From an optimization exercise on the open Yosys and OpenROAD flow, aimed at small area; shortcuts taken in it are not production practice. Where RTL was checked, it was by simulation tests only, not by an equivalence proof against the original. No functional check of the RTL was part of runs 2 to 6. Power figures rest on the tool's default switching activity, not on a simulated workload.

--- flow/run.sh ---
#!/bin/bash
# synth_recipe.tcl (not shown) runs the flow's synth.tcl, then flattens the netlist and writes it again
# the make line also repeats each setting of config.mk as NAME=value (left out here)
make -C /OpenROAD-flow-scripts/flow DESIGN_CONFIG=/design/flow/config.mk WORK_HOME=/design/flow/orfs CLKGATE_MAP_FILE= SYNTH_SCRIPT=/design/flow/synth_recipe.tcl finish
--- flow/config.mk ---
export PLATFORM = sky130hd
export DESIGN_NAME = sccb_responder
export DESIGN_NICKNAME = sccb_responder
export VERILOG_FILES = /design/flow/design.v
export SDC_FILE = /design/flow/constraint.sdc
export NUM_CORES = 4
export LEC_CHECK = 0
export CAP_MARGIN = 20
export CORE_MARGIN = 2
export CORE_UTILIZATION = 40
export CTS_BUF_LIST = sky130_fd_sc_hd__clkbuf_8
export CTS_CLUSTER_DIAMETER = 45
export CTS_CLUSTER_SIZE = 18
export SLEW_MARGIN = 20
export SYNTH_HIERARCHICAL = 1
--- flow/constraint.sdc ---
create_clock -name core_clock -period 10.0 [get_ports {i_clk}]
set_input_delay 2.0000 -clock core_clock [delete_from_list [all_inputs] [get_ports {i_clk}]]
set_output_delay 2.0000 -clock core_clock [all_outputs]
set_load 0.01 [all_outputs]
--- flow/design.v ---
`default_nettype none
package sccb_pkg;
  localparam logic [6:0] SCCB_DEV_ID = 7'h21;
  function automatic logic [7:0] sccb_wr_id(input logic [6:0] dev_id);
    sccb_wr_id = {dev_id, 1'b0};
  endfunction
  function automatic logic [7:0] sccb_rd_id(input logic [6:0] dev_id);
    sccb_rd_id = {dev_id, 1'b1};
  endfunction
  localparam logic [7:0] SCCB_WR_ID = sccb_wr_id(SCCB_DEV_ID);
  localparam logic [7:0] SCCB_RD_ID = sccb_rd_id(SCCB_DEV_ID);
  typedef enum logic [3:0] {
    ST_IDLE      = 4'd0,
    ST_ID        = 4'd1,
    ST_ID_ACK    = 4'd2,
    ST_SUB       = 4'd3,
    ST_SUB_ACK   = 4'd4,
    ST_WDATA     = 4'd5,
    ST_WDATA_ACK = 4'd6,
    ST_RDATA     = 4'd7,
    ST_RD_NACK   = 4'd8,
    ST_IGNORE    = 4'd9
  } sccb_state_e;
endpackage
`default_nettype wire
`default_nettype none
module sccb_line_filter #(
  parameter int FILT_LEN = 4
) (
  input  logic i_clk,
  input  logic i_rst,
  input  logic i_line,
  output logic o_level,
  output logic o_rise,
  output logic o_fall
);
  localparam int CW = (FILT_LEN <= 2) ? 1 : (FILT_LEN <= 4) ? 2 : (FILT_LEN <= 8) ? 3 : 4;
  logic [1:0]    sync_q;
  logic [CW-1:0] cnt_q, cnt_d;
  logic          level_q, level_d;
  logic          rise_q, rise_d;
  logic          fall_q, fall_d;
  always_comb begin
    cnt_d   = '0;
    level_d = level_q;
    rise_d  = 1'b0;
    fall_d  = 1'b0;
    if (sync_q[1] != level_q) begin
      if (cnt_q == CW'(FILT_LEN - 1)) begin
        level_d = sync_q[1];
        rise_d  = sync_q[1];
        fall_d  = ~sync_q[1];
      end else begin
        cnt_d = cnt_q + CW'(1);
      end
    end
  end
  always_ff @(posedge i_clk or posedge i_rst) begin
    if (i_rst) begin
      sync_q  <= 2'b11;
      cnt_q   <= '0;
      level_q <= 1'b1;
      rise_q  <= 1'b0;
      fall_q  <= 1'b0;
    end else begin
      sync_q  <= {sync_q[0], i_line};
      cnt_q   <= cnt_d;
      level_q <= level_d;
      rise_q  <= rise_d;
      fall_q  <= fall_d;
    end
  end
  assign o_level = level_q;
  assign o_rise  = rise_q;
  assign o_fall  = fall_q;
endmodule
`default_nettype wire
`default_nettype none
import sccb_pkg::*;
module sccb_responder #(
  parameter logic [6:0] DEV_ID   = SCCB_DEV_ID,
  parameter int         FILT_LEN = 4
) (
  input  logic       i_clk,
  input  logic       i_rst,
  input  logic       i_SCL,
  input  logic       i_SDA,
  output logic       o_SDA_oe,
  output logic       o_wr_valid,
  output logic [7:0] o_wr_addr,
  output logic [7:0] o_wr_data,
  input  logic [7:0] i_dbg_addr,
  output logic [7:0] o_dbg_data,
  output logic       o_busy,
  output logic       o_err
);
  localparam logic [7:0] WR_ID = {DEV_ID, 1'b0};
  localparam logic [7:0] RD_ID = {DEV_ID, 1'b1};
  logic scl_lvl, scl_rise, scl_fall;
  logic sda_lvl, sda_rise, sda_fall;
  sccb_line_filter #(.FILT_LEN(FILT_LEN)) u_scl_filt (
    .i_clk   (i_clk),
    .i_rst   (i_rst),
    .i_line  (i_SCL),
    .o_level (scl_lvl),
    .o_rise  (scl_rise),
    .o_fall  (scl_fall)
  );
  sccb_line_filter #(.FILT_LEN(FILT_LEN)) u_sda_filt (
    .i_clk   (i_clk),
    .i_rst   (i_rst),
    .i_line  (i_SDA),
    .o_level (sda_lvl),
    .o_rise  (sda_rise),
    .o_fall  (sda_fall)
  );
  logic start_evt, stop_evt;
  assign start_evt = sda_fall & scl_lvl;
  assign stop_evt  = sda_rise & scl_lvl;
  sccb_pkg::sccb_state_e state_q, state_d;
  logic [3:0]  bit_cnt_q, bit_cnt_d;
  logic [7:0]  shift_q, shift_d;
  logic [7:0]  sub_q, sub_d;
  logic [7:0]  sub_inc;
  logic        sda_oe_q, sda_oe_d;
  logic        wr_valid_q, wr_valid_d;
  logic        wr_seen_q;
  logic        busy_q, busy_d;
  logic        err_q, err_d;
  logic        wr_en;
  logic [7:0]  dbg_data_q, dbg_data_d;
  logic        rd_mode_q, rd_mode_d;
  logic [5:0]    ph_q;
  logic [2047:0] ring_q;
  logic [31:0]   top_w, ins_w;
  logic [7:0]    pend_addr_q, pend_data_q;
  logic [7:0]    pf_q;
  logic [7:0]    pf_addr;
  logic          pf_hit;
  assign top_w = ring_q[2047:2016];
  always_comb begin
    ins_w = top_w;
    if (pend_addr_q[7:2] == ~ph_q) begin
      case (pend_addr_q[1:0])
        2'd0: ins_w[7:0]   = pend_data_q;
        2'd1: ins_w[15:8]  = pend_data_q;
        2'd2: ins_w[23:16] = pend_data_q;
        default: ins_w[31:24] = pend_data_q;
      endcase
    end
  end
  assign pf_addr = (state_q == ST_RDATA || state_q == ST_RD_NACK) ? sub_inc : sub_q;
  assign pf_hit  = (pf_addr[7:2] == ~ph_q);
  logic [5:0] dbg_pos;
  logic [7:0] dbg_ring;
  assign dbg_pos = i_dbg_addr[7:2] + ph_q;
  logic [7:0]  rsel;
  logic [7:0]  sel_lo_n;
  logic [31:0] sel_hi_n;
  assign rsel = {dbg_pos, i_dbg_addr[1:0]};
  always_comb begin
    for (int i = 0; i < 8; i++)  sel_lo_n[i] = (rsel[2:0] != 3'(i));
    for (int i = 0; i < 32; i++) sel_hi_n[i] = (rsel[7:3] != 5'(i));
  end
  for (genvar b = 0; b < 8; b++) begin : g_rd_bit
    logic [31:0] grp;
    logic [15:0] pair_n;
    logic [3:0]  quad;
    for (genvar j = 0; j < 32; j++) begin : g_grp
      logic [3:0] t_n;
      for (genvar k = 0; k < 4; k++) begin : g_t
        sccb_oai22 u_t (
          .i_a1 (ring_q[(j*8+2*k)*8+b]),   .i_a2 (sel_lo_n[2*k]),
          .i_b1 (ring_q[(j*8+2*k+1)*8+b]), .i_b2 (sel_lo_n[2*k+1]),
          .o_y  (t_n[k])
        );
      end
      sccb_nor4 u_g (.i_a(t_n[0]), .i_b(t_n[1]), .i_c(t_n[2]), .i_d(t_n[3]), .o_y(grp[j]));
    end
    for (genvar k = 0; k < 16; k++) begin : g_pair
      sccb_oai22 u_p (
        .i_a1 (grp[2*k]),   .i_a2 (sel_hi_n[2*k]),
        .i_b1 (grp[2*k+1]), .i_b2 (sel_hi_n[2*k+1]),
        .o_y  (pair_n[k])
      );
    end
    for (genvar k = 0; k < 4; k++) begin : g_quad
      sccb_nor4 u_q (.i_a(pair_n[4*k]), .i_b(pair_n[4*k+1]), .i_c(pair_n[4*k+2]), .i_d(pair_n[4*k+3]), .o_y(quad[k]));
    end
    assign dbg_ring[b] = &quad;
  end
  assign dbg_data_d = (pend_addr_q == i_dbg_addr) ? pend_data_q : dbg_ring;
  always_ff @(posedge i_clk) begin
    ph_q   <= ph_q + 6'd1;
    ring_q <= {ring_q[2015:0], ins_w};
    if (wr_en) begin
      pend_addr_q <= sub_q;
      pend_data_q <= shift_q;
    end
    if (pf_hit) pf_q <= ins_w[{pf_addr[1:0], 3'b000} +: 8];
    dbg_data_q <= dbg_data_d;
  end
  assign sub_inc = sub_q + 8'd1;
  always_comb begin
    state_d    = state_q;
    bit_cnt_d  = bit_cnt_q;
    shift_d    = shift_q;
    sub_d      = sub_q;
    sda_oe_d   = sda_oe_q;
    wr_valid_d = 1'b0;
    busy_d     = busy_q;
    err_d      = err_q;
    wr_en      = 1'b0;
    rd_mode_d  = rd_mode_q;
    if (start_evt) begin
      if (state_q == ST_WDATA && bit_cnt_q != 4'd0) err_d = 1'b1;
      state_d   = ST_ID;
      bit_cnt_d = 4'd0;
      sda_oe_d  = 1'b0;
      busy_d    = 1'b1;
    end else if (stop_evt) begin
      state_d   = ST_IDLE;
      bit_cnt_d = 4'd0;
      sda_oe_d  = 1'b0;
      busy_d    = 1'b0;
    end else begin
      case (state_q)
        ST_ID, ST_SUB, ST_WDATA: begin
          if (scl_rise) begin
            shift_d   = {shift_q[6:0], sda_lvl};
            bit_cnt_d = bit_cnt_q + 4'd1;
          end else if (scl_fall && bit_cnt_q == 4'd8) begin
            bit_cnt_d = 4'd0;
            sda_oe_d  = 1'b1;
            if (state_q == ST_ID) begin
              if (shift_q == WR_ID) begin
                state_d = ST_ID_ACK;
                rd_mode_d = 1'b0;
              end else if (shift_q == RD_ID) begin
                state_d   = ST_ID_ACK;
                rd_mode_d = 1'b1;
              end else begin
                state_d  = ST_IGNORE;
                sda_oe_d = 1'b0;
              end
            end else if (state_q == ST_SUB) begin
              sub_d   = shift_q;
              state_d = ST_SUB_ACK;
            end else begin
              state_d = ST_WDATA_ACK;
            end
          end
        end
        ST_ID_ACK: begin
          if (scl_fall) begin
            bit_cnt_d = 4'd0;
            if (rd_mode_q) begin
              state_d  = ST_RDATA;
              shift_d  = pf_q;
              sda_oe_d = ~pf_q[7];
            end else begin
              state_d  = ST_SUB;
              sda_oe_d = 1'b0;
            end
          end
        end
        ST_SUB_ACK: begin
          if (scl_fall) begin
            state_d   = ST_WDATA;
            bit_cnt_d = 4'd0;
            sda_oe_d  = 1'b0;
          end
        end
        ST_WDATA_ACK: begin
          if (scl_fall) begin
            wr_en      = 1'b1;
            wr_valid_d = 1'b1;
            sub_d      = sub_inc;
            state_d    = ST_WDATA;
            bit_cnt_d  = 4'd0;
            sda_oe_d   = 1'b0;
          end
        end
        ST_RDATA: begin
          if (scl_rise) begin
            bit_cnt_d = bit_cnt_q + 4'd1;
          end else if (scl_fall) begin
            if (bit_cnt_q == 4'd8) begin
              state_d   = ST_RD_NACK;
              bit_cnt_d = 4'd0;
              sda_oe_d  = 1'b0;
            end else begin
              shift_d  = {shift_q[6:0], 1'b0};
              sda_oe_d = ~shift_q[6];
            end
          end
        end
        ST_RD_NACK: begin
          if (scl_rise) begin
            shift_d = {shift_q[6:0], sda_lvl};
          end else if (scl_fall) begin
            bit_cnt_d = 4'd0;
            if (shift_q[0]) begin
              state_d = ST_IGNORE;
            end else begin
              state_d  = ST_RDATA;
              sub_d    = sub_inc;
              shift_d  = pf_q;
              sda_oe_d = ~pf_q[7];
            end
          end
        end
        default: ;
      endcase
    end
  end
  always_ff @(posedge i_clk or posedge i_rst) begin
    if (i_rst) begin
      state_q    <= ST_IDLE;
      bit_cnt_q  <= 4'd0;
      shift_q    <= 8'h00;
      sub_q      <= 8'h00;
      sda_oe_q   <= 1'b0;
      wr_valid_q <= 1'b0;
      wr_seen_q  <= 1'b0;
      busy_q     <= 1'b0;
      err_q      <= 1'b0;
      rd_mode_q  <= 1'b0;
    end else begin
      state_q    <= state_d;
      bit_cnt_q  <= bit_cnt_d;
      shift_q    <= shift_d;
      sub_q      <= sub_d;
      sda_oe_q   <= sda_oe_d;
      wr_valid_q <= wr_valid_d;
      if (wr_en) wr_seen_q <= 1'b1;
      busy_q     <= busy_d;
      err_q      <= err_d;
      rd_mode_q  <= rd_mode_d;
    end
  end
  assign o_SDA_oe   = sda_oe_q;
  assign o_wr_valid = wr_valid_q;
  assign o_wr_addr  = wr_seen_q ? pend_addr_q : 8'h00;
  assign o_wr_data  = wr_seen_q ? pend_data_q : 8'h00;
  assign o_dbg_data = dbg_data_q;
  assign o_busy     = busy_q;
  assign o_err      = err_q;
endmodule
`default_nettype wire
`default_nettype none
module sccb_oai22 (
  input  logic i_a1,
  input  logic i_a2,
  input  logic i_b1,
  input  logic i_b2,
  output logic o_y
);
  assign o_y = ~((i_a1 | i_a2) & (i_b1 | i_b2));
endmodule
module sccb_nor4 (
  input  logic i_a,
  input  logic i_b,
  input  logic i_c,
  input  logic i_d,
  output logic o_y
);
  assign o_y = ~(i_a | i_b | i_c | i_d);
endmodule
`default_nettype wire
==> impl_metrics.yaml, run 1 <==
drt:
  dr_wl_met3_um: 6909
  wl_met2_um: 65550
  drtIter0Drc: 2364
  antenna_left: 0
  vias_per_cell: 5.485
  highest_layer: "met4"
  drc_errors: 0
  dr_total_vias: 34560
  routed_wl_um: 141600
  drt-pass1-iter-count: 5
  wl_met1_um: 66170
  wire_per_inst_um: 22.48
worst_setup_path:
  reg2reg_depth: 10
  critPathMaxFanout: 66
  crit_required_ps: 10830
  cpMaxStageDelayCell: "buf_4"
  regToRegSetupSlack_ps: 5160
  start_kind: "primary input"
  r2r_start: "ph_q[0]"
  crit_path_cell_trace: "clkdlybuf4s50_1, ha_1, or3_4, buf_4, buf_4, o22ai_1, nor4_2, o22ai_1, nor4_2, nand4_1, mux2i_1"
  slowest_delay_ps: 840
  worst_r2r_endpoint: "dbg_data_q[4]"
  criticalPathCategory: "in2reg"
  arrival_ps: 6830
  cp-end-kind: "flip-flop"
logic_synthesis:
  yosys-top-cells-area: "dfxtp_1 (72%), o22ai_1 (13%), nor4_2 (6.3%)"
  synthCells: 4083
  async_flop_share_pct: 2.066
  synth-main-ff-cell: "dfxtp_1"
  syn_area_per_cell_um2: 14.01
  ys_ff_latch: 2130
  yosysUniqueCellTypes: 66
  synth_area_um2: 57180
  synth_top_area_share_pct: 72.19
  synth.most_common_cell: "dfxtp_1"
  yosys_warnings: 8
  ys_top_cells_by_count: "dfxtp_1 (2,062), o22ai_1 (1,160), nor4_2 (288)"
  syn-num-nets: 4107
  synth_enable_flop_cells: 24
  yosysTopAreaCell: "dfxtp_1"
  yosysSeqAreaShare_pct: 75.39
run_status:
  status: "no timing/DRC/antenna violations"
final_layout:
  nFillCells: 12670
  instances_no_fill: 6300
  drive_gt1_share_pct: 14.16
  area_growth_syn_to_layout_pct: 11.58
  nets: 4326
  post-route-util_pct: 45.01
worst_hold_path:
  hp-class: "reg2reg"
  holdPathEnd: "ring_q[878]"
  hold_depth: 0
  hp-start: "ring_q[846]"
die:
  die-area_um2: 146000
  die_height_um: 382.1
  rows: 138
  coreArea_um2: 141800
  die_x_um: 382.1
  ios: 40
  start_util_pct: 40.34
cts:
  htree_levels: 4
  cts_buffers: 162
  postCtsSetupBuffers: 0
  holdBufCountCts: 0
  clock-sinks: 2130
  postCtsResizedCells: 0
  root_buffer: "clkbuf_8"
  cts_tree: "built"
  cts_buffer_depth: 3
  path_clk_slew_ps: 100
  clock_latency_ps: 890
sta:
  tightest_slew_ps: 1061
  rsz0062_at_grt: "false"
  slew_viol_final: 0
  skew_ps: 33.32
  fin_crit_sh_pct: 60.00
  slew_headroom_pct: 29.13
  final_hold_viol_count: 0
  maxClockFrequency_mhz: 166.7
  finalSetupViolCount: 0
  post-route-min-period_ps: 6000
  finalSetupTns_ps: 0
global_route:
  grt_pass1_vias: 35890
  grt_usage_pct: 19.17
  antenna_found_initial: 5
  grt_pass1_wl_um: 217600
  grt-ovfl-total: 0
  grt_max_degree: 144
place:
  routabilityCongestion: 0.8332
  io_buffers: 39
  dp.cells: 6028
  dp_hpwl_um: 83190
power:
  power_density_nw_per_um2: 230.6
  p_leak_uw: 0.02475
  peakVddDrop_v: 0.0001265
run:
  drv_cap: 0
==> cells in the final DEF (no fill, tap or decap), drive strengths merged, types with 12 or more instances in the layout <==
master and count:
dfxtp 2062, o22ai 1160, nor4 294, clkbuf 182, inv 86, nand2 65
nor2 43, buf 42, clkdlybuf4s50 39, dfrtp 38, mux2i 36, a21oi 36
clkinv 31, edfxtp 24, nand3 21, o21ai 19, xnor2 19, and2 19
a22o 16, xor2 16, bufinv 13, nand4 12
==> Yosys stat by module, one instance, submodules excluded, a selection <==
module / area (um2) / flops+latches
sccb_responder: 45870 / 2116
sccb_oai22: 6.256 / 0
sccb_nor4: 12.51 / 0
==> metal layers <==
metal	GRT usage, %	vias up
li1	-	16250
met3	3.249	207
met1	26.53	17330
met4	5.162	0
met5	0	-
met2	30.97	774
==> power breakdown <==
part,switching [uW],internal [uW]
clock network,2800,2090
registers,132,8590
logic,618,485
==> cell type report <==
| cell class | count | area (um2) | area share, % |
|---|---|---|---|
| Multi-Input combinational cell | 1874 | 13810 | 21.64 |
| Inverter | 53 | 198.9 | 0.3118 |
| Timing Repair Buffer | 81 | 830.8 | 1.302 |
| Clock buffer | 182 | 2505 | 3.926 |
| Clock inverter | 86 | 979.7 | 1.535 |
| Sequential cell | 2130 | 43110 | 67.56 |
| Antenna cell | 4 | 10.01 | 0.01569 |
| Tap cell | 1890 | 2365 | 3.706 |
==> stage by stage <==
| step | worst slack [ps] | instance area (um2) | power [uW] | hold WS, ps |
|---|---|---|---|---|
| floorplan | 1447 | 57180 | 9711 | 331.5 |
| global placement | 3127 | 60310 | 9999 | 332.8 |
| detailed placement | 3087 | 60310 | 10010 | 336.7 |
| CTS | 4073 | 63790 | 14820 | 314.0 |
| global route | 3848 | 63800 | 15280 | 328.5 |
| finish | 4000 | 63800 | 14710 | 325.4 |
==> critical path: cells and delay by family <==
kind	cells	cell delay, ps
fa+ha+maj	1	530
compound gates	2	320
mux	1	170
simple gates	4	1890
buf+inv	3	1850
==> kinds of logic (layout without fill, tap and decap cells) <==
group / Yosys count / in the layout / synth area share [%]
AO/OA/AOI/OAI: 1274 / 1274 / 14.07
multiplexers: 47 / 47 / 0.8468
buffers and inverters: 79 / 402 / 0.5404
AND/OR/NAND/NOR: 506 / 506 / 8.347
flip-flops: 2130 / 2130 / 75.39
XOR/XNOR: 35 / 35 / 0.5361
adder cells (fa/ha/maj): 12 / 12 / 0.2757
other: 0 / 4 / 0
==> state kept, by name, indices dropped and copies added (netlist names), 6 cells and up <==
signal       cells
ph_q             6
ring_q        2048
dbg_data_q       8
pf_q             8
shift_q          8
pend_addr_q      8
pend_data_q      8
sub_q            8
==> how the worst max path moves through the flow <==
stage                              from             to  slack (ps)
after floorplan           i_dbg_addr[2]  dbg_data_q[0]        1450
after global placement    i_dbg_addr[2]  dbg_data_q[4]        3130
after detailed placement  i_dbg_addr[2]  dbg_data_q[4]        3090
after CTS                 i_dbg_addr[2]  dbg_data_q[4]        4070
after global routing      i_dbg_addr[2]  dbg_data_q[4]        3850
final                     i_dbg_addr[2]  dbg_data_q[4]        4000
==> run 2, diff against run 1 <==
--- a/flow/design.v
+++ b/flow/design.v
@@ -35,5 +35,5 @@
   output logic o_fall
 );
-  localparam int CW = (FILT_LEN <= 2) ? 1 : (FILT_LEN <= 4) ? 2 : (FILT_LEN <= 8) ? 3 : 4;
+  localparam int CW = (FILT_LEN > 2) ? $clog2(FILT_LEN) : 1;
   logic [1:0]    sync_q;
   logic [CW-1:0] cnt_q, cnt_d;
==> run 2 against run 1 <==
Register-to-register slack about the same. Non-clock buffer count unchanged. Hold slack is the same. Synthesized area unchanged. Clock power about the same. Sequential power about the same. First-iteration DRC count did not move. Global-route usage did not move. Combinational power hardly changed. Sequential share of layout area did not move. Critical path depth did not move. Highest routed layer unchanged.
==> impl_metrics.yaml, run 2 <==
worst_setup_path:
  critPathMaxFanout: 66
  regToRegSetupSlack_ps: 5160
  start_kind: "primary input"
  worstPathBufferInverterCount: 3
  crit_required_ps: 10830
  crit_path_cell_trace: "clkdlybuf4s50_1, ha_1, or3_4, buf_4, buf_4, o22ai_1, nor4_2, o22ai_1, nor4_2, nand4_1, mux2i_1"
  startpoint: "i_dbg_addr[2]"
  slowest_delay_ps: 840
  path_depth: 11
  cpMaxStageDelayCell: "buf_4"
  worst_r2r_endpoint: "dbg_data_q[4]"
  reg2reg_depth: 10
  path_delay_family: "simple AND/OR/NAND/NOR gates"
  r2r_start: "ph_q[0]"
  critPathCapture: "dbg_data_q[4]"
  arrival_ps: 6830
  criticalPathCategory: "in2reg"
  cp-end-kind: "flip-flop"
sta:
  fin_crit_sh_pct: 60.00
  slew_headroom_pct: 29.13
  finalSetupTns_ps: 0
  maxClockFrequency_mhz: 166.7
  final_hold_viol_count: 0
  slew_viol_final: 0
  skew_ps: 33.32
  rsz0062_at_grt: "false"
  tightest_slew_ps: 1061
  finalSetupViolCount: 0
  post-route-min-period_ps: 6000
logic_synthesis:
  yosys_warnings: 8
  syn-num-nets: 4107
  synthCells: 4083
  synth_enable_flop_cells: 24
  yosysUniqueCellTypes: 66
  synth-main-ff-cell: "dfxtp_1"
  ys_top_cells_by_count: "dfxtp_1 (2,062), o22ai_1 (1,160), nor4_2 (288)"
  synth_top_area_share_pct: 72.19
  yosysSeqAreaShare_pct: 75.39
  syn_area_per_cell_um2: 14.01
  yosysTopAreaCell: "dfxtp_1"
  synth_area_um2: 57180
  ys_ff_latch: 2130
  async_flop_share_pct: 2.066
  yosys-top-cells-area: "dfxtp_1 (72%), o22ai_1 (13%), nor4_2 (6.3%)"
  synth.most_common_cell: "dfxtp_1"
cts:
  path_clk_slew_ps: 100
  cts_buffer_depth: 3
  postCtsResizedCells: 0
  cts_tree: "built"
  holdBufCountCts: 0
  clock_latency_ps: 890
  root_buffer: "clkbuf_8"
  htree_levels: 4
  cts_buffers: 162
  clock-sinks: 2130
  postCtsSetupBuffers: 0
drt:
  drc_errors: 0
  drtIter0Drc: 2364
  wl_met1_um: 66170
  wl_met2_um: 65550
  dr_total_vias: 34560
  routed_wl_um: 141600
  dr_wl_met3_um: 6909
  vias_per_cell: 5.485
  drt-pass1-iter-count: 5
  highest_layer: "met4"
  wire_per_inst_um: 22.48
  antenna_left: 0
die:
  start_util_pct: 40.34
  die_height_um: 382.1
  die_x_um: 382.1
  ios: 40
  rows: 138
  coreArea_um2: 141800
  die-area_um2: 146000
final_layout:
  seqCellArea_um2: 43110
  nets: 4326
  multiInputGateArea_um2: 13810
  top_register: "ring_q"
  nFillCells: 12670
  layout_common_cells: "dfxtp_1 (2,062), o22ai_1 (1,160), nor4_2 (289)"
  area_growth_syn_to_layout_pct: 11.58
  stdcell_area_um2: 63800
  largest_reg_flops: 2048
  final_common_cell: "dfxtp_1"
  drive_gt1_share_pct: 14.16
global_route:
  grt_usage_pct: 19.17
  grt_pass1_wl_um: 217600
  antenna_found_initial: 5
  grt_max_degree: 144
  grt-ovfl-total: 0
  grt_pass1_vias: 35890
run:
  drv_cap: 0
worst_hold_path:
  hp-start: "ring_q[846]"
  hp-class: "reg2reg"
place:
  routabilityCongestion: 0.8332
  io_buffers: 39
  postPlaceCellArea_um2: 60310
  dp_hpwl_um: 83190
power:
  power_density_nw_per_um2: 230.6
  peakVddDrop_v: 0.0001265
  p_leak_uw: 0.02475
run_status:
  status: "no timing/DRC/antenna violations"
run 2: cell counts after synthesis:
Identical to the previous run, type by type.
run 2: per-stage QoR:
stage	total power, uW	util, %	cells	hold WS [ps]	setup WS (ps)
finish	14710	45.01	6300	325.4	4000
global route	15280	45.00	6297	328.5	3848
CTS	14820	45.00	6296	314.0	4073
detailed placement	10010	42.54	6028	336.7	3087
global placement	9999	42.54	6028	332.8	3127
floorplan	9711	-	4083	331.5	1447
run 2: how the worst min path moves through the flow:
stage | to | slack (ps) | cells past startpoint
2_1_floorplan | ring_q[1000] | 330 | 0
3_3_place_gp | ring_q[1100] | 330 | 0
3_5_place_dp | ring_q[220] | 340 | 0
4_1_cts | ring_q[878] | 310 | 0
5_1_grt | ring_q[878] | 330 | 0
6_report | ring_q[878] | 330 | 0
run 2: cells by family (layout without fill, tap and decap cells):
| family | Yosys count | after routing | share of synthesized area (%) |
|---|---|---|---|
| xor+xnor | 35 | 35 | 0.5361 |
| buf+inv | 79 | 402 | 0.5404 |
| fa+ha+maj | 12 | 12 | 0.2757 |
| other cells | 0 | 4 | 0 |
| flops | 2130 | 2130 | 75.39 |
| simple gates | 506 | 506 | 8.347 |
| mux | 47 | 47 | 0.8468 |
| compound gates | 1274 | 1274 | 14.07 |
run 2: worst register-to-register path, delay by kind of cell, from the launching register on:
family / cells / cell delay [ps]
buf+inv: 2 / 1430
fa+ha+maj: 1 / 550
simple gates: 4 / 1890
flops: 1 / 410
mux: 1 / 170
compound gates: 2 / 340
run 2: area by class of cell:
class | count | area share [%]
clock inverter | 86 | 1.535
sequential | 2130 | 67.56
clock buffer | 182 | 3.926
inverter | 53 | 0.3118
multi-input combinational | 1874 | 21.64
timing repair buffer | 81 | 1.302
tap | 1890 | 3.706
antenna | 4 | 0.01569
run 2: metal layers:
metal / track usage, % / vias to the layer above
met4: 5.162 / 0
li1: - / 16250
met3: 3.249 / 207
met5: 0 / -
met1: 26.53 / 17330
met2: 30.97 / 774
run 2: power by group:
group	total, uW	leakage (uW)	switching [uW]	internal, uW
Clock	4890	0.00181	2800	2090
Combinational	1100	0.00543	618	485
Sequential	8720	0.0175	132	8590
run 2: modules after synthesis, one instance, submodules excluded, a selection:
| module | flops+latches | cells inside | copies in the design |
|---|---|---|---|
| sccb_responder | 2116 | 2613 | 1 |
| sccb_oai22 | 0 | 1 | 1152 |
| sccb_nor4 | 0 | 1 | 288 |
==> run 3, diff against run 2 <==
--- a/flow/config.mk
+++ b/flow/config.mk
@@ -9,7 +9,5 @@
 export CORE_MARGIN = 2
 export CORE_UTILIZATION = 40
-export CTS_BUF_LIST = sky130_fd_sc_hd__clkbuf_8
-export CTS_CLUSTER_DIAMETER = 45
-export CTS_CLUSTER_SIZE = 18
+export CTS_BUF_LIST = sky130_fd_sc_hd__clkbuf_4
 export SLEW_MARGIN = 20
 export SYNTH_HIERARCHICAL = 1
==> run 3 against run 2 <==
Combinational power barely moved. Sequential share of layout area fell by 2.4 points. Hold slack got worse by 75 ps. Design area rose by 3.7%. Cell count rose by 8.9%. Critical endpoint unchanged. Largest power group unchanged. Highest routed layer is now met5.
==> impl_metrics.yaml, run 3 <==
die:
  die_x_um: 382.1
  rows: 138
  start_util_pct: 40.34
  die-area_um2: 146000
  coreArea_um2: 141800
  die_height_um: 382.1
  ios: 40
cts:
  cts_buffer_depth: 4
  postCtsSetupBuffers: 0
  path_clk_slew_ps: 70
  clock_latency_ps: 1310
  htree_levels: 5
  holdBufCountCts: 0
  root_buffer: "clkbuf_4"
  clock-sinks: 2130
  postCtsResizedCells: 0
  cts_tree: "built"
  cts_buffers: 490
final_layout:
  layout_common_cells: "dfxtp_1 (2,062), o22ai_1 (1,160), clkbuf_4 (707)"
  instances_no_fill: 6858
  largest_reg_flops: 2048
  final_common_cell: "dfxtp_1"
  area_growth_syn_to_layout_pct: 15.75
  multiInputGateArea_um2: 13810
  nets: 4654
  seqCellArea_um2: 43110
  drive_gt1_share_pct: 22.19
  top_register: "ring_q"
  nFillCells: 12710
drt:
  routed_wl_um: 145000
  dr_total_vias: 36780
  drtIter0Drc: 2382
  antenna_left: 0
  drt-pass1-iter-count: 6
  wire_per_inst_um: 21.14
  vias_per_cell: 5.363
  drc_errors: 0
logic_synthesis:
  synth-main-ff-cell: "dfxtp_1"
  yosys_warnings: 8
  yosysTopAreaCell: "dfxtp_1"
  syn-num-nets: 4107
  ys_top_cells_by_count: "dfxtp_1 (2,062), o22ai_1 (1,160), nor4_2 (288)"
  yosysSeqAreaShare_pct: 75.39
  synth.most_common_cell: "dfxtp_1"
  yosysUniqueCellTypes: 66
  async_flop_share_pct: 2.066
  yosys-top-cells-area: "dfxtp_1 (72%), o22ai_1 (13%), nor4_2 (6.3%)"
  synth_top_area_share_pct: 72.19
  syn_area_per_cell_um2: 14.01
  synth_enable_flop_cells: 24
  synthCells: 4083
  synth_area_um2: 57180
  ys_ff_latch: 2130
power:
  p_leak_uw: 0.02645
  power_density_nw_per_um2: 245.3
  peakVddDrop_v: 0.00009912
run_status:
  status: "no timing/DRC/antenna violations"
worst_setup_path:
  start_kind: "primary input"
  path_delay_family: "simple AND/OR/NAND/NOR gates"
  cp-end-kind: "flip-flop"
  worstPathBufferInverterCount: 3
  arrival_ps: 6910
  slowest_delay_ps: 850
  criticalPathCategory: "in2reg"
  regToRegSetupSlack_ps: 5010
  cpMaxStageDelayCell: "buf_4"
  crit_required_ps: 11180
  crit_path_cell_trace: "clkdlybuf4s50_1, ha_1, or3_4, buf_4, buf_4, o22ai_1, nor4_2, o22ai_1, nor4_2, nand4_1, mux2i_1"
  critPathMaxFanout: 66
global_route:
  grt_pass1_vias: 38860
  antenna_found_initial: 6
  grt_usage_pct: 19.65
  grt_max_degree: 144
  grt-ovfl-total: 0
  grt_pass1_wl_um: 224300
sta:
  rsz0062_at_grt: "false"
  finalSetupViolCount: 0
  slew_headroom_pct: 30.89
  finalSetupTns_ps: 0
  post-route-min-period_ps: 5731
  tightest_slew_ps: 1034
  maxClockFrequency_mhz: 174.5
  skew_ps: 102.9
  slew_viol_final: 0
  fin_crit_sh_pct: 57.31
  final_hold_viol_count: 0
place:
  io_buffers: 39
  dp_hpwl_um: 83190
  dp.cells: 6028
  routabilityCongestion: 0.8332
worst_hold_path:
  hp-class: "reg2reg"
run:
  drv_cap: 0
run 3: final timing paths:
kind | from | end | cells past startpoint
setup / recovery | i_dbg_addr[2] | dbg_data_q[4] | 11
hold / removal | ring_q[1199] | ring_q[1231] | 0
setup reg to reg | ph_q[0] | dbg_data_q[4] | 10
hold reg to reg | ring_q[1199] | ring_q[1231] | 0
max in group asynchronous | i_rst | bit_cnt_q[3] | 3
min in group asynchronous | i_rst | u_scl_filt.fall_q | 2
run 3: worst register-to-register path, stage by stage (launching register included):
cell	delay, ps
dfxtp_1	410
ha_1	550
or3_4	730
buf_4	870
buf_4	580
o22ai_1	190
nor4_2	330
o22ai_1	140
nor4_2	720
nand4_1	190
mux2i_1	170
run 3: modules after synthesis (local to each module, per instance), excerpt:
module	times used	flip-flops and latches	area (um2)	cells inside
sccb_nor4	288	0	12.51	1
sccb_oai22	1152	0	6.256	1
sccb_responder	1	2116	45870	2613
run 3: per-stage QoR:
| step | hold WS, ps | power (uW) | setup slack [ps] | area (um2) | util (%) |
|---|---|---|---|---|---|
| after global placement | 332.8 | 9999 | 3127 | 60310 | 42.54 |
| after detailed placement | 336.7 | 10010 | 3087 | 60310 | 42.54 |
| after global routing | 250.9 | 16970 | 4232 | 66190 | 46.69 |
| after CTS | 249.6 | 16400 | 4457 | 66170 | 46.68 |
| after floorplan | 331.5 | 9711 | 1447 | 57180 | - |
| final | 250.2 | 16240 | 4269 | 66190 | 46.69 |
run 3: layer usage:
layer | up-vias | track usage, % | share of wire (%)
met5 | - | 0 | 0.011
met4 | 2 | 6.759 | 1.8
met3 | 196 | 3.946 | 5.1
met2 | 1002 | 31.50 | 47
met1 | 18300 | 26.44 | 46
li1 | 17280 | - | -
run 3: where the power goes:
group	leakage (uW)	switching [uW]	internal, uW
sequential	0.0175	132	8590
clock	0.00352	3120	3290
combinational	0.00543	620	485
run 3: area by class of cell:
class | instances | area share (%)
Antenna cell | 7 | 0.02646
Clock buffer | 707 | 8.019
Clock inverter | 116 | 0.8374
Inverter | 53 | 0.3006
Multi-Input combinational cell | 1874 | 20.86
Sequential cell | 2130 | 65.13
Tap cell | 1890 | 3.573
Timing Repair Buffer | 81 | 1.255
run 3: kinds of logic (layout without fill, tap and decap cells):
| logic type | after synthesis | in the layout | synth area share (%) |
|---|---|---|---|
| DFF | 2130 | 2130 | 75.39 |
| and+or+nand+nor | 506 | 506 | 8.347 |
| muxes | 47 | 47 | 0.8468 |
| adders and majority gates | 12 | 12 | 0.2757 |
| other | 0 | 7 | 0 |
| xor gates and xnor gates | 35 | 35 | 0.5361 |
| AOI/OAI and AO/OA | 1274 | 1274 | 14.07 |
| buffers and inverters | 79 | 957 | 0.5404 |
==> run 4, diff against run 3 <==
--- a/flow/config.mk
+++ b/flow/config.mk
@@ -9,5 +9,7 @@
 export CORE_MARGIN = 2
 export CORE_UTILIZATION = 40
-export CTS_BUF_LIST = sky130_fd_sc_hd__clkbuf_4
+export CTS_BUF_LIST = sky130_fd_sc_hd__clkbuf_8
+export CTS_CLUSTER_DIAMETER = 35
+export CTS_CLUSTER_SIZE = 25
 export SLEW_MARGIN = 20
 export SYNTH_HIERARCHICAL = 1
==> run 4 against run 3 <==
Global-route usage fell by 0.37 points. Routed wire length fell by 1.5%. Sequential power barely moved. Highest routed layer is now met4. Via count fell by 4.2%. Synthesized area did not move. Combinational power barely moved.
==> impl_metrics.yaml, run 4 <==
logic_synthesis:
  synth_top_area_share_pct: 72.19
  syn-num-nets: 4107
  synth.most_common_cell: "dfxtp_1"
  ys_top_cells_by_count: "dfxtp_1 (2,062), o22ai_1 (1,160), nor4_2 (288)"
  yosys_warnings: 8
  syn_area_per_cell_um2: 14.01
  ys_ff_latch: 2130
  yosysUniqueCellTypes: 66
  synth_area_um2: 57180
  synth_enable_flop_cells: 24
  async_flop_share_pct: 2.066
  yosysTopAreaCell: "dfxtp_1"
  synth-main-ff-cell: "dfxtp_1"
  yosysSeqAreaShare_pct: 75.39
  yosys-top-cells-area: "dfxtp_1 (72%), o22ai_1 (13%), nor4_2 (6.3%)"
  synthCells: 4083
die:
  die_x_um: 382.1
  rows: 138
  die_height_um: 382.1
  die-area_um2: 146000
  ios: 40
  start_util_pct: 40.34
  coreArea_um2: 141800
cts:
  cts_tree: "built"
  clock-sinks: 2130
  clock_latency_ps: 970
  postCtsSetupBuffers: 0
  root_buffer: "clkbuf_8"
  postCtsResizedCells: 0
  htree_levels: 4
  path_clk_slew_ps: 100
  cts_buffer_depth: 3
  cts_buffers: 223
  holdBufCountCts: 0
sta:
  finalSetupViolCount: 0
  rsz0062_at_grt: "false"
  final_hold_viol_count: 0
  post-route-min-period_ps: 6005
  finalSetupTns_ps: 0
  tightest_slew_ps: 1030
  slew_viol_final: 0
  skew_ps: 67.79
  whs_ps: 299.8
  fin_crit_sh_pct: 60.05
  slew_headroom_pct: 31.16
  maxClockFrequency_mhz: 166.5
worst_setup_path:
  cp-end-kind: "flip-flop"
  path_delay_family: "simple AND/OR/NAND/NOR gates"
  worstPathBufferInverterCount: 3
  regToRegSetupSlack_ps: 5100
  start_kind: "primary input"
  arrival_ps: 6870
  slowest_delay_ps: 840
  crit_required_ps: 10860
  crit_path_cell_trace: "clkdlybuf4s50_1, ha_1, or3_4, buf_4, buf_4, o22ai_1, nor4_2, o22ai_1, nor4_2, nand4_1, mux2i_1"
  cpMaxStageDelayCell: "buf_4"
  critPathMaxFanout: 66
  criticalPathCategory: "in2reg"
drt:
  antenna_left: 0
  dr_total_vias: 35220
  routed_wl_um: 142800
  drtIter0Drc: 2432
  drt-pass1-iter-count: 5
  drc_errors: 0
  vias_per_cell: 5.464
  wire_per_inst_um: 22.14
final_layout:
  nets: 4387
  area_growth_syn_to_layout_pct: 14.84
  drive_gt1_share_pct: 16.86
  final_common_cell: "dfxtp_1"
  top_register: "ring_q"
  nFillCells: 12560
  layout_common_cells: "dfxtp_1 (2,062), o22ai_1 (1,160), nor4_2 (289)"
  instances_no_fill: 6447
  largest_reg_flops: 2048
place:
  io_buffers: 39
  dp_hpwl_um: 83190
  routabilityCongestion: 0.8332
  dp.cells: 6028
global_route:
  grt_pass1_vias: 36340
  grt_max_degree: 144
  grt-ovfl-total: 0
  grt_pass1_wl_um: 219200
  antenna_found_initial: 7
  grt_usage_pct: 19.28
power:
  power_density_nw_per_um2: 245.8
  peakVddDrop_v: 0.0001343
  p_leak_uw: 0.02565
worst_hold_path:
  hp-class: "reg2reg"
run_status:
  status: "no timing/DRC/antenna violations"
run:
  drv_cap: 0
run 4: cell counts after synthesis:
Identical to the previous run, type by type.
run 4: cell type report:
cell class | count | area, um2 | area share [%]
multi-input combinational | 1874 | 13810 | 21.02
tap | 1890 | 2365 | 3.601
timing repair buffer | 81 | 830.8 | 1.265
inverter | 53 | 198.9 | 0.3029
sequential | 2130 | 43110 | 65.64
clock buffer | 238 | 3276 | 4.988
antenna | 3 | 7.507 | 0.01143
clock inverter | 178 | 2077 | 3.163
run 4: per-stage QoR:
step	setup slack, ps	util [%]	instance area [um2]	total power (uW)
after global placement	3127	42.54	60310	9999
after floorplan	1447	-	57180	9711
final	3995	46.33	65670	16140
after CTS	4114	46.32	65660	16270
after detailed placement	3087	42.54	60310	10010
after global routing	3881	46.32	65670	16750
run 4: cell families after synthesis:
| group | Yosys count | synth area share, % |
|---|---|---|
| flops | 2130 | 75.39 |
| xor+xnor | 35 | 0.5361 |
| mux | 47 | 0.8468 |
| compound gates | 1274 | 14.07 |
| buf+inv | 79 | 0.5404 |
| fa+ha+maj | 12 | 0.2757 |
| simple gates | 506 | 8.347 |
run 4: per-layer routing:
layer / vias to the layer above / GRT usage (%) / wire length, um
li1: 16460 / - / -
met1: 17690 / 26.63 / 66100
met5: - / 0 / 0
met4: 0 / 5.293 / 2857
met3: 232 / 3.395 / 7598
met2: 851 / 31.07 / 66210
run 4: where the power goes:
group,switching [uW],internal [uW],total (uW)
Combinational,618,485,1100
Sequential,132,8590,8720
Clock,3300,3020,6320
run 4: final timing paths:
kind / start / to / cells past startpoint
setup / recovery: i_dbg_addr[2] / dbg_data_q[4] / 11
hold / removal: ring_q[1502] / ring_q[1534] / 0
setup reg to reg: ph_q[0] / dbg_data_q[4] / 10
min in group asynchronous: i_rst / u_scl_filt.rise_q / 2
max in group asynchronous: i_rst / shift_q[0] / 3
hold reg to reg: ring_q[1502] / ring_q[1534] / 0
run 4: per-module statistics from Yosys, one instance, submodules excluded, excerpt:
module | times used | cells inside
sccb_responder | 1 | 2613
sccb_nor4 | 288 | 1
sccb_oai22 | 1152 | 1
==> run 5, diff against run 4 <==
--- a/flow/design.v
+++ b/flow/design.v
@@ -155,38 +155,11 @@
   logic [7:0] dbg_ring;
   assign dbg_pos = i_dbg_addr[7:2] + ph_q;
-  logic [7:0]  rsel;
-  logic [7:0]  sel_lo_n;
-  logic [31:0] sel_hi_n;
+  logic [7:0] rsel;
+  logic [255:0] oh;
   assign rsel = {dbg_pos, i_dbg_addr[1:0]};
+  always_comb for (int i = 0; i < 256; i++) oh[i] = (rsel == 8'(i));
   always_comb begin
-    for (int i = 0; i < 8; i++)  sel_lo_n[i] = (rsel[2:0] != 3'(i));
-    for (int i = 0; i < 32; i++) sel_hi_n[i] = (rsel[7:3] != 5'(i));
-  end
-  for (genvar b = 0; b < 8; b++) begin : g_rd_bit
-    logic [31:0] grp;
-    logic [15:0] pair_n;
-    logic [3:0]  quad;
-    for (genvar j = 0; j < 32; j++) begin : g_grp
-      logic [3:0] t_n;
-      for (genvar k = 0; k < 4; k++) begin : g_t
-        sccb_oai22 u_t (
-          .i_a1 (ring_q[(j*8+2*k)*8+b]),   .i_a2 (sel_lo_n[2*k]),
-          .i_b1 (ring_q[(j*8+2*k+1)*8+b]), .i_b2 (sel_lo_n[2*k+1]),
-          .o_y  (t_n[k])
-        );
-      end
-      sccb_nor4 u_g (.i_a(t_n[0]), .i_b(t_n[1]), .i_c(t_n[2]), .i_d(t_n[3]), .o_y(grp[j]));
-    end
-    for (genvar k = 0; k < 16; k++) begin : g_pair
-      sccb_oai22 u_p (
-        .i_a1 (grp[2*k]),   .i_a2 (sel_hi_n[2*k]),
-        .i_b1 (grp[2*k+1]), .i_b2 (sel_hi_n[2*k+1]),
-        .o_y  (pair_n[k])
-      );
-    end
-    for (genvar k = 0; k < 4; k++) begin : g_quad
-      sccb_nor4 u_q (.i_a(pair_n[4*k]), .i_b(pair_n[4*k+1]), .i_c(pair_n[4*k+2]), .i_d(pair_n[4*k+3]), .o_y(quad[k]));
-    end
-    assign dbg_ring[b] = &quad;
+    dbg_ring = 8'h00;
+    for (int i = 0; i < 256; i++) dbg_ring = dbg_ring | ({8{oh[i]}} & ring_q[i*8 +: 8]);
   end
   assign dbg_data_d = (pend_addr_q == i_dbg_addr) ? pend_data_q : dbg_ring;
@@ -349,22 +322,2 @@
 endmodule
 `default_nettype wire
-`default_nettype none
-module sccb_oai22 (
-  input  logic i_a1,
-  input  logic i_a2,
-  input  logic i_b1,
-  input  logic i_b2,
-  output logic o_y
-);
-  assign o_y = ~((i_a1 | i_a2) & (i_b1 | i_b2));
-endmodule
-module sccb_nor4 (
-  input  logic i_a,
-  input  logic i_b,
-  input  logic i_c,
-  input  logic i_d,
-  output logic o_y
-);
-  assign o_y = ~(i_a | i_b | i_c | i_d);
-endmodule
-`default_nettype wire
--- a/flow/config.mk
+++ b/flow/config.mk
@@ -9,7 +9,3 @@
 export CORE_MARGIN = 2
 export CORE_UTILIZATION = 40
-export CTS_BUF_LIST = sky130_fd_sc_hd__clkbuf_8
-export CTS_CLUSTER_DIAMETER = 35
-export CTS_CLUSTER_SIZE = 25
 export SLEW_MARGIN = 20
-export SYNTH_HIERARCHICAL = 1
==> run 5 against run 4 <==
First-iteration DRC count rose to 4.1 times the previous value. Non-clock buffer count rose by 129. Clock skew shrank 38 ps. Clock-buffer cell count rose by 51. Hold slack improved by 35 ps. Critical path depth increased by 2. Critical endpoint is now dbg_data_q[1]. Largest power group unchanged.
==> impl_metrics.yaml, run 5 <==
sta:
  finalSetupTns_ps: 0
  setup_slack_ps: 3157
  post-route-min-period_ps: 6843
  slew_headroom_pct: 13.60
  slew_viol_final: 0
  final_hold_viol_count: 0
  tightest_slew_ps: 1296
  rsz0062_at_grt: "false"
  maxClockFrequency_mhz: 146.1
  finalSetupViolCount: 0
  skew_ps: 30.01
  fin_crit_sh_pct: 68.43
  whs_ps: 334.7
die:
  rows: 143
  die_x_um: 393.8
  ios: 40
  die-area_um2: 155100
  coreArea_um2: 151400
  start_util_pct: 40.15
  die_height_um: 393.8
drt:
  dr_wl_met3_um: 46320
  wire_per_inst_um: 40.35
  dr_total_vias: 48310
  wl_met2_um: 113500
  drt-pass1-iter-count: 7
  vias_per_cell: 6.729
  drc_errors: 0
  highest_layer: "met5"
  antenna_left: 0
  wl_met1_um: 107000
  drtIter0Drc: 9975
  routed_wl_um: 289700
cts:
  path_clk_slew_ps: 70
  cts_buffer_depth: 3
  clock-sinks: 2130
  htree_levels: 4
  cts_tree: "built"
  postCtsResizedCells: 0
  cts_buffers: 197
  holdBufCountCts: 0
  root_buffer: "clkbuf_16"
  postCtsSetupBuffers: 0
  clock_latency_ps: 840
logic_synthesis:
  yosys_warnings: 2
  yosys-top-cells-area: "dfxtp_1 (68%), a22oi_1 (6.0%), a21oi_1 (2.8%)"
  async_flop_share_pct: 2.066
  synth_enable_flop_cells: 24
  yosysTopAreaCell: "dfxtp_1"
  synth_area_um2: 60770
  synth-main-ff-cell: "dfxtp_1"
  yosysSeqAreaShare_pct: 70.93
  yosysUniqueCellTypes: 88
  synth.most_common_cell: "dfxtp_1"
  ys_top_cells_by_count: "dfxtp_1 (2,062), a22oi_1 (486), a21oi_1 (338)"
  synthCells: 4899
  syn_area_per_cell_um2: 12.41
  synth_top_area_share_pct: 67.92
  ys_ff_latch: 2130
  syn-num-nets: 4923
worst_hold_path:
  hp-class: "reg2reg"
  hold_depth: 0
global_route:
  antenna_found_initial: 15
  grt_pass1_vias: 45910
  grt_pass1_wl_um: 385500
  grt_max_degree: 110
  grt_usage_pct: 35.93
  grt-ovfl-total: 0
final_layout:
  largest_reg_flops: 2048
  final_common_cell: "dfxtp_1"
  area_growth_syn_to_layout_pct: 17.46
  layout_common_cells: "dfxtp_1 (2,062), a22oi_1 (486), a21oi_1 (276)"
  drive_gt1_share_pct: 12.65
  nets: 5002
  top_register: "ring_q"
run:
  drv_cap: 0
place:
  routabilityCongestion: 1.040
  dpl_worst_slack_ps: 2606
  dp_hpwl_um: 186900
  io_buffers: 39
power:
  power_density_nw_per_um2: 242.6
  p_leak_uw: 0.02586
  peakVddDrop_v: 0.0001731
  power.total_uw: 17320
run_status:
  status: "no timing/DRC/antenna violations"
worst_setup_path:
  criticalPathCategory: "in2reg"
  arrival_ps: 7580
  critPathMaxFanout: 18
  reg2reg_depth: 13
  start_kind: "primary input"
  crit_required_ps: 10730
  cp-end-kind: "flip-flop"
## run 5: cell count changes after synthesis, moves of 81 or more
cell	delta
a22o_1	+86
o22ai_1	-1130
clkbuf_1	+199
a221oi_1	+134
nand2_1	+177
nand3_1	+170
nor4_2	-288
a31oi_1	+81
a22oi_1	+486
a21oi_1	+304
## run 5: layout make-up
cell class              count  area [um2]
inverters                  13       48.80
clock inverters            70       903.4
well taps                2030        2540
fillers                 13580       79990
flip-flops and latches   2130       43110
multi-input cells        2426       17250
repair buffers            210        1824
clock buffers             289        5678
diodes                     11       27.53
## run 5: critical path, stage by stage
cell and delay, ps:
clkdlybuf4s50_1 470, ha_1 650, xnor2_1 260, nand2_2 460, buf_4 530, and2_1 990
buf_4 520, o2bb2ai_1 170, a21oi_1 170, o2111ai_1 220, a2111oi_0 540, nand4_1 190
o32a_1 380
## run 5: per-layer routing
layer,vias up,track usage [%]
met4,18,23.35
li1,18510,-
met5,-,0
met3,1340,15.07
met1,23550,46.22
met2,4895,49.11
## run 5: worst paths after layout
path / start / to / slack (ps)
min in group asynchronous: i_rst / u_sda_filt.cnt_q[1] / 1700
min reg2reg: ring_q[969] / ring_q[1001] / 330
max reg2reg: ph_q[0] / dbg_data_q[1] / 4290
max in group asynchronous: i_rst / shift_q[3] / 7720
max: i_dbg_addr[5] / dbg_data_q[1] / 3160
min: ring_q[969] / ring_q[1001] / 330
## run 5: logic make-up after synthesis
kind of cell / Yosys count / synth area share [%]
DFF: 2130 / 70.93
AOI/OAI and AO/OA: 1565 / 18.62
and+or+nand+nor: 751 / 6.094
buffers and inverters: 343 / 2.285
muxes: 60 / 1.246
xor gates and xnor gates: 38 / 0.5600
adders and majority gates: 12 / 0.2594
## run 5: power by group
| group | total [uW] | internal, uW | leakage (uW) | switching [uW] |
|---|---|---|---|---|
| logic | 922 | 288 | 0.00517 | 634 |
| registers | 8690 | 8570 | 0.0175 | 117 |
| clock network | 7710 | 4390 | 0.00324 | 3320 |
## run 5: through the flow
| step | std cells | cell area, um2 | utilization [%] |
|---|---|---|---|
| 2_1_floorplan | 4899 | 60770 | - |
| 3_3_place_gp | 6803 | 64610 | 42.69 |
| 3_5_place_dp | 6806 | 64680 | 42.73 |
| 4_1_cts | 7165 | 71260 | 47.08 |
| 5_1_grt | 7168 | 71350 | 47.14 |
| 6_report | 7179 | 71380 | 47.16 |
==> run 6, diff against run 5 <==
--- a/flow/design.v
+++ b/flow/design.v
@@ -35,22 +35,22 @@
   output logic o_fall
 );
-  localparam int CW = (FILT_LEN > 2) ? $clog2(FILT_LEN) : 1;
-  logic [1:0]    sync_q;
-  logic [CW-1:0] cnt_q, cnt_d;
-  logic          level_q, level_d;
-  logic          rise_q, rise_d;
-  logic          fall_q, fall_d;
+  logic [1:0] sync_q, sync_d;
+  logic [3:0] cnt_q, cnt_d;
+  logic       level_q, level_d;
+  logic       rise_q, rise_d;
+  logic       fall_q, fall_d;
   always_comb begin
-    cnt_d   = '0;
+    sync_d  = {sync_q[0], i_line};
+    cnt_d   = 4'd0;
     level_d = level_q;
     rise_d  = 1'b0;
     fall_d  = 1'b0;
     if (sync_q[1] != level_q) begin
-      if (cnt_q == CW'(FILT_LEN - 1)) begin
+      if (cnt_q == 4'(FILT_LEN - 1)) begin
         level_d = sync_q[1];
         rise_d  = sync_q[1];
         fall_d  = ~sync_q[1];
       end else begin
-        cnt_d = cnt_q + CW'(1);
+        cnt_d = cnt_q + 4'd1;
       end
     end
@@ -59,10 +59,10 @@
     if (i_rst) begin
       sync_q  <= 2'b11;
-      cnt_q   <= '0;
+      cnt_q   <= 4'd0;
       level_q <= 1'b1;
       rise_q  <= 1'b0;
       fall_q  <= 1'b0;
     end else begin
-      sync_q  <= {sync_q[0], i_line};
+      sync_q  <= sync_d;
       cnt_q   <= cnt_d;
       level_q <= level_d;
@@ -125,5 +125,6 @@
   logic        sda_oe_q, sda_oe_d;
   logic        wr_valid_q, wr_valid_d;
-  logic        wr_seen_q;
+  logic [7:0]  wr_addr_q, wr_addr_d;
+  logic [7:0]  wr_data_q, wr_data_d;
   logic        busy_q, busy_d;
   logic        err_q, err_d;
@@ -131,47 +132,5 @@
   logic [7:0]  dbg_data_q, dbg_data_d;
   logic        rd_mode_q, rd_mode_d;
-  logic [5:0]    ph_q;
-  logic [2047:0] ring_q;
-  logic [31:0]   top_w, ins_w;
-  logic [7:0]    pend_addr_q, pend_data_q;
-  logic [7:0]    pf_q;
-  logic [7:0]    pf_addr;
-  logic          pf_hit;
-  assign top_w = ring_q[2047:2016];
-  always_comb begin
-    ins_w = top_w;
-    if (pend_addr_q[7:2] == ~ph_q) begin
-      case (pend_addr_q[1:0])
-        2'd0: ins_w[7:0]   = pend_data_q;
-        2'd1: ins_w[15:8]  = pend_data_q;
-        2'd2: ins_w[23:16] = pend_data_q;
-        default: ins_w[31:24] = pend_data_q;
-      endcase
-    end
-  end
-  assign pf_addr = (state_q == ST_RDATA || state_q == ST_RD_NACK) ? sub_inc : sub_q;
-  assign pf_hit  = (pf_addr[7:2] == ~ph_q);
-  logic [5:0] dbg_pos;
-  logic [7:0] dbg_ring;
-  assign dbg_pos = i_dbg_addr[7:2] + ph_q;
-  logic [7:0] rsel;
-  logic [255:0] oh;
-  assign rsel = {dbg_pos, i_dbg_addr[1:0]};
-  always_comb for (int i = 0; i < 256; i++) oh[i] = (rsel == 8'(i));
-  always_comb begin
-    dbg_ring = 8'h00;
-    for (int i = 0; i < 256; i++) dbg_ring = dbg_ring | ({8{oh[i]}} & ring_q[i*8 +: 8]);
-  end
-  assign dbg_data_d = (pend_addr_q == i_dbg_addr) ? pend_data_q : dbg_ring;
-  always_ff @(posedge i_clk) begin
-    ph_q   <= ph_q + 6'd1;
-    ring_q <= {ring_q[2015:0], ins_w};
-    if (wr_en) begin
-      pend_addr_q <= sub_q;
-      pend_data_q <= shift_q;
-    end
-    if (pf_hit) pf_q <= ins_w[{pf_addr[1:0], 3'b000} +: 8];
-    dbg_data_q <= dbg_data_d;
-  end
+  logic [7:0] regs_q [256];
   assign sub_inc = sub_q + 8'd1;
   always_comb begin
@@ -182,7 +141,10 @@
     sda_oe_d   = sda_oe_q;
     wr_valid_d = 1'b0;
+    wr_addr_d  = wr_addr_q;
+    wr_data_d  = wr_data_q;
     busy_d     = busy_q;
     err_d      = err_q;
     wr_en      = 1'b0;
+    dbg_data_d = regs_q[i_dbg_addr];
     rd_mode_d  = rd_mode_q;
     if (start_evt) begin
@@ -230,6 +192,6 @@
             if (rd_mode_q) begin
               state_d  = ST_RDATA;
-              shift_d  = pf_q;
-              sda_oe_d = ~pf_q[7];
+              shift_d  = regs_q[sub_q];
+              sda_oe_d = ~regs_q[sub_q][7];
             end else begin
               state_d  = ST_SUB;
@@ -249,4 +211,6 @@
             wr_en      = 1'b1;
             wr_valid_d = 1'b1;
+            wr_addr_d  = sub_q;
+            wr_data_d  = shift_q;
             sub_d      = sub_inc;
             state_d    = ST_WDATA;
@@ -279,6 +243,6 @@
               state_d  = ST_RDATA;
               sub_d    = sub_inc;
-              shift_d  = pf_q;
-              sda_oe_d = ~pf_q[7];
+              shift_d  = regs_q[sub_inc];
+              sda_oe_d = ~regs_q[sub_inc][7];
             end
           end
@@ -296,5 +260,6 @@
       sda_oe_q   <= 1'b0;
       wr_valid_q <= 1'b0;
-      wr_seen_q  <= 1'b0;
+      wr_addr_q  <= 8'h00;
+      wr_data_q  <= 8'h00;
       busy_q     <= 1'b0;
       err_q      <= 1'b0;
@@ -307,5 +272,6 @@
       sda_oe_q   <= sda_oe_d;
       wr_valid_q <= wr_valid_d;
-      if (wr_en) wr_seen_q <= 1'b1;
+      wr_addr_q  <= wr_addr_d;
+      wr_data_q  <= wr_data_d;
       busy_q     <= busy_d;
       err_q      <= err_d;
@@ -313,8 +279,12 @@
     end
   end
+  always_ff @(posedge i_clk) begin
+    if (wr_en) regs_q[sub_q] <= shift_q;
+    dbg_data_q <= dbg_data_d;
+  end
   assign o_SDA_oe   = sda_oe_q;
   assign o_wr_valid = wr_valid_q;
-  assign o_wr_addr  = wr_seen_q ? pend_addr_q : 8'h00;
-  assign o_wr_data  = wr_seen_q ? pend_data_q : 8'h00;
+  assign o_wr_addr  = wr_addr_q;
+  assign o_wr_data  = wr_data_q;
   assign o_dbg_data = dbg_data_q;
   assign o_busy     = busy_q;
==> run 6 against run 5 <==
Die area up 89%. Largest power group is now combinational cells. Combinational power grew to 21 times the previous value. Hold slack improved by 20 ps. Worst setup slack better by 710 ps. Routed wire length increased by 63%. Fmax increased by 12%. Critical path type is now reg2reg. First-iteration DRC count increased by 25%. Synthesized cell count is 24% higher. Sequential share of layout area fell by 12 points. Register-to-register slack lost 420 ps. Critical path depth fell by 2. Sequential power rose by 32%.
==> impl_metrics.yaml, run 6 <==
run_status:
  status: "no timing/DRC/antenna violations"
sta:
  maxClockFrequency_mhz: 163.0
  final_hold_viol_count: 0
  skew_ps: 60.70
  post-route-min-period_ps: 6134
  fin_crit_sh_pct: 61.34
  slew_viol_final: 0
  rsz0062_at_grt: "false"
  slew_headroom_pct: 10.75
  tightest_slew_ps: 1331
  finalSetupViolCount: 0
  finalSetupTns_ps: 0
final_layout:
  nFillCells: 24340
  largest_reg_flops: 2048
  multiInputGateArea_um2: 50240
  post-route-util_pct: 44.99
  top_register: "regs_q"
  stdcell_area_um2: 129500
  drive_gt1_share_pct: 42.46
  final_common_cell: "edfxtp_1"
  nets: 6184
  layout_common_cells: "edfxtp_1 (2,048), mux4_2 (1,778), buf_4 (328)"
  seqCellArea_um2: 63290
  area_growth_syn_to_layout_pct: 11.95
power:
  comb_power_share_pct: 49.1
  power_switching_uw: 16380
  p_leak_uw: 0.04013
  power.internal_uw: 23430
  power_density_nw_per_um2: 307.3
  peakVddDrop_v: 0.0004395
  p_seq_share_pct: 28.8
  clock_power_share_pct: 22.1
  p_sw_share_pct: 41.14
logic_synthesis:
  synth.most_common_cell: "edfxtp_1"
  synth_top_family_by_area: "multiplexers"
  yosysSeqAreaShare_pct: 54.66
  synth_xor_area_share_pct: 0.1287
  synth_simple_gate_area_share_pct: 3.827
  yosys-top-cells-area: "edfxtp_1 (53%), mux4_2 (35%), mux2i_1 (1.3%)"
  async_flop_share_pct: 2.973
  synth-compound-area-share_pct: 2.476
  synthCells: 6097
  synth_top_area_share_pct: 53.15
  ys_ff_latch: 2119
  synth-main-ff-cell: "edfxtp_1"
  yosysTopAreaCell: "edfxtp_1"
  yosysUniqueCellTypes: 81
  ys_top_cells_by_count: "edfxtp_1 (2,048), mux4_2 (1,778), nor2_1 (351)"
  syn-num-nets: 6117
  synth_enable_flop_cells: 2048
  yosys_warnings: 2
  synth_fa_ha_area_share_pct: 0.08650
  syn_area_per_cell_um2: 18.98
  synth_area_um2: 115700
  synth_mux_area_share_pct: 36.46
cts:
  postCtsSetupBuffers: 0
  holdBufCountCts: 0
  clock-sinks: 2119
  htree_levels: 4
  clock_latency_ps: 950
  cts_tree: "built"
  root_buffer: "clkbuf_16"
  cts_buffers: 231
  postCtsResizedCells: 0
  cts_buffer_depth: 4
  path_clk_slew_ps: 60
run:
  drv_cap: 0
worst_setup_path:
  critPathMaxFanout: 35
  cp-end-kind: "flip-flop"
  cpMaxStageDelayCell: "nand4_1"
  crit_required_ps: 10810
  criticalPathCategory: "reg2reg"
  path_delay_family: "simple AND/OR/NAND/NOR gates"
  regToRegSetupSlack_ps: 3870
  slowest_delay_ps: 840
  start_kind: "flip-flop"
  worst_r2r_endpoint: "shift_q[1]"
  r2r_start: "sub_q[1]"
  worstPathBufferInverterCount: 3
  arrival_ps: 6940
  crit_path_cell_trace: "inv_1, ha_4, buf_4, buf_4, mux4_2, mux4_2, nand3_1, nand4_1, and3_1, o21ai_1, a31oi_1"
  reg2reg_depth: 11
drt:
  vias_per_cell: 7.318
  routed_wl_um: 471700
  antenna_left: 0
  dr_total_vias: 74390
  drt-pass1-iter-count: 7
  drtIter0Drc: 12440
  drc_errors: 0
  wire_per_inst_um: 46.40
die:
  start_util_pct: 40.19
  die_x_um: 541.9
  coreArea_um2: 287900
  die-area_um2: 293600
  die_height_um: 541.9
  ios: 40
  rows: 197
worst_hold_path:
  holdPathEnd: "u_sda_filt.sync_q[1]"
  hold_depth: 0
  hp-start: "u_sda_filt.sync_q[0]"
  hp-class: "reg2reg"
global_route:
  grt_usage_pct: 31.83
  grt_pass1_wl_um: 632600
  grt_max_degree: 227
  antenna_found_initial: 35
  grt-ovfl-total: 0
  grt_pass1_vias: 71230
place:
  io_buffers: 39
  postPlaceCellArea_um2: 121700
  routabilityCongestion: 1.089
  dp_hpwl_um: 313400
## run 6: power groups by stage
| stage | Clock (uW) | Sequential [uW] | Combinational (uW) |
|---|---|---|---|
| floorplan | 0 | 12000 | 11500 |
| global placement | 0 | 11600 | 18800 |
| detailed placement | 0 | 11700 | 18900 |
| CTS | 8850 | 11500 | 19000 |
| global route | 9180 | 11500 | 19800 |
| finish | 8790 | 11500 | 19500 |
## run 6: cells by family after synthesis
| group | after synthesis |
|---|---|
| mux | 1975 |
| simple gates | 987 |
| fa+ha+maj | 8 |
| flops | 2119 |
| compound gates | 404 |
| xor+xnor | 17 |
| buf+inv | 587 |
## run 6: worst max path at each step
stage / startpoint / endpoint / slack, ps / cells after the start
after global placement: sub_q[2] / shift_q[0] / 3710 / 11
after CTS: sub_q[1] / shift_q[4] / 4140 / 11
after global routing: sub_q[0] / shift_q[4] / 3960 / 11
final: sub_q[1] / shift_q[1] / 3870 / 11
after detailed placement: i_dbg_addr[0] / dbg_data_q[1] / 3940 / 7
after floorplan: sub_q[0] / shift_q[1] / 4720 / 20
## run 6: final cells by class
class	count	share of cell area (%)
Antenna cell	30	0.05795
Timing Repair Buffer	399	2.706
Multi-Input combinational cell	3391	38.78
Inverter	22	0.06955
Sequential cell	2119	48.86
Clock inverter	152	1.275
Clock buffer	271	4.595
Tap cell	3781	3.652
## run 6: through the flow
stage | setup WS [ps] | total power, uW | hold slack [ps] | std cells
finish | 3866 | 39810 | 354.5 | 10170
global route | 3962 | 40440 | 360.8 | 10140
CTS | 4140 | 39290 | 360.0 | 10130
detailed placement | 3944 | 30590 | 347.8 | 9707
global placement | 3715 | 30490 | 351.0 | 9702
floorplan | 4721 | 23450 | 345.2 | 6097
## run 6: routing by layer
layer	wire length (um)	part of all wire (%)	vias up	global-route usage [%]
met3	61130	13	1209	10.86
met1	166400	35	40190	40.82
met2	208800	44	5950	46.85
met5	369	0.078	-	0.5918
li1	-	-	27020	-
met4	34990	7.4	20	19.00

afterwards: timing with drivers on the ports:
No port has a modelled driver above. Below, the same layouts with a new extraction and two added sets of constraints.
Step 1 (the two cells are an assumption about what drives the block):
set clk [get_ports {i_clk}]
set_driving_cell -lib_cell sky130_fd_sc_hd__clkbuf_16 $clk
set_driving_cell -lib_cell sky130_fd_sc_hd__buf_2 [delete_from_list [all_inputs] $clk]
Step 2 times the ports against the registers' clock, not the clock port: input delays grow and output delays shrink by t, the midpoint of the rising clock arrivals with the driver on.
a / b / c = no drivers / after step 1 / after step 2; a / b = the first two.
| run | t (ns) | setup slack, ns | hold WS [ns] | worst data-port slew with drivers (ns) | pins driven straight from the clock port |
|---|---|---|---|---|---|
| run 1 | 0.961 | 4.000 / 4.054 / 3.093 | 0.325 / 0.325 / 0.325 | 0.04 | 1 |
| run 2 | 0.961 | 4.000 / 4.054 / 3.093 | 0.325 / 0.325 / 0.325 | 0.04 | 1 |
| run 3 | 1.331 | 4.269 / 4.316 / 2.984 | 0.250 / 0.250 / 0.250 | 0.04 | 1 |
| run 4 | 1.002 | 3.995 / 4.041 / 3.038 | 0.300 / 0.300 / 0.300 | 0.04 | 1 |
| run 5 | 0.909 | 3.157 / 3.218 / 2.309 | 0.335 / 0.335 / 0.335 | 0.04 | 1 |
| run 6 | 1.026 | 3.866 / 3.866 / 3.866 | 0.355 / 0.355 / 0.355 | 0.08 | 1 |
After both steps every run listed still meets setup and hold. The setup slack of run 3, which loses most, moves by +0.047 ns with the drivers and by -1.285 ns with both steps.
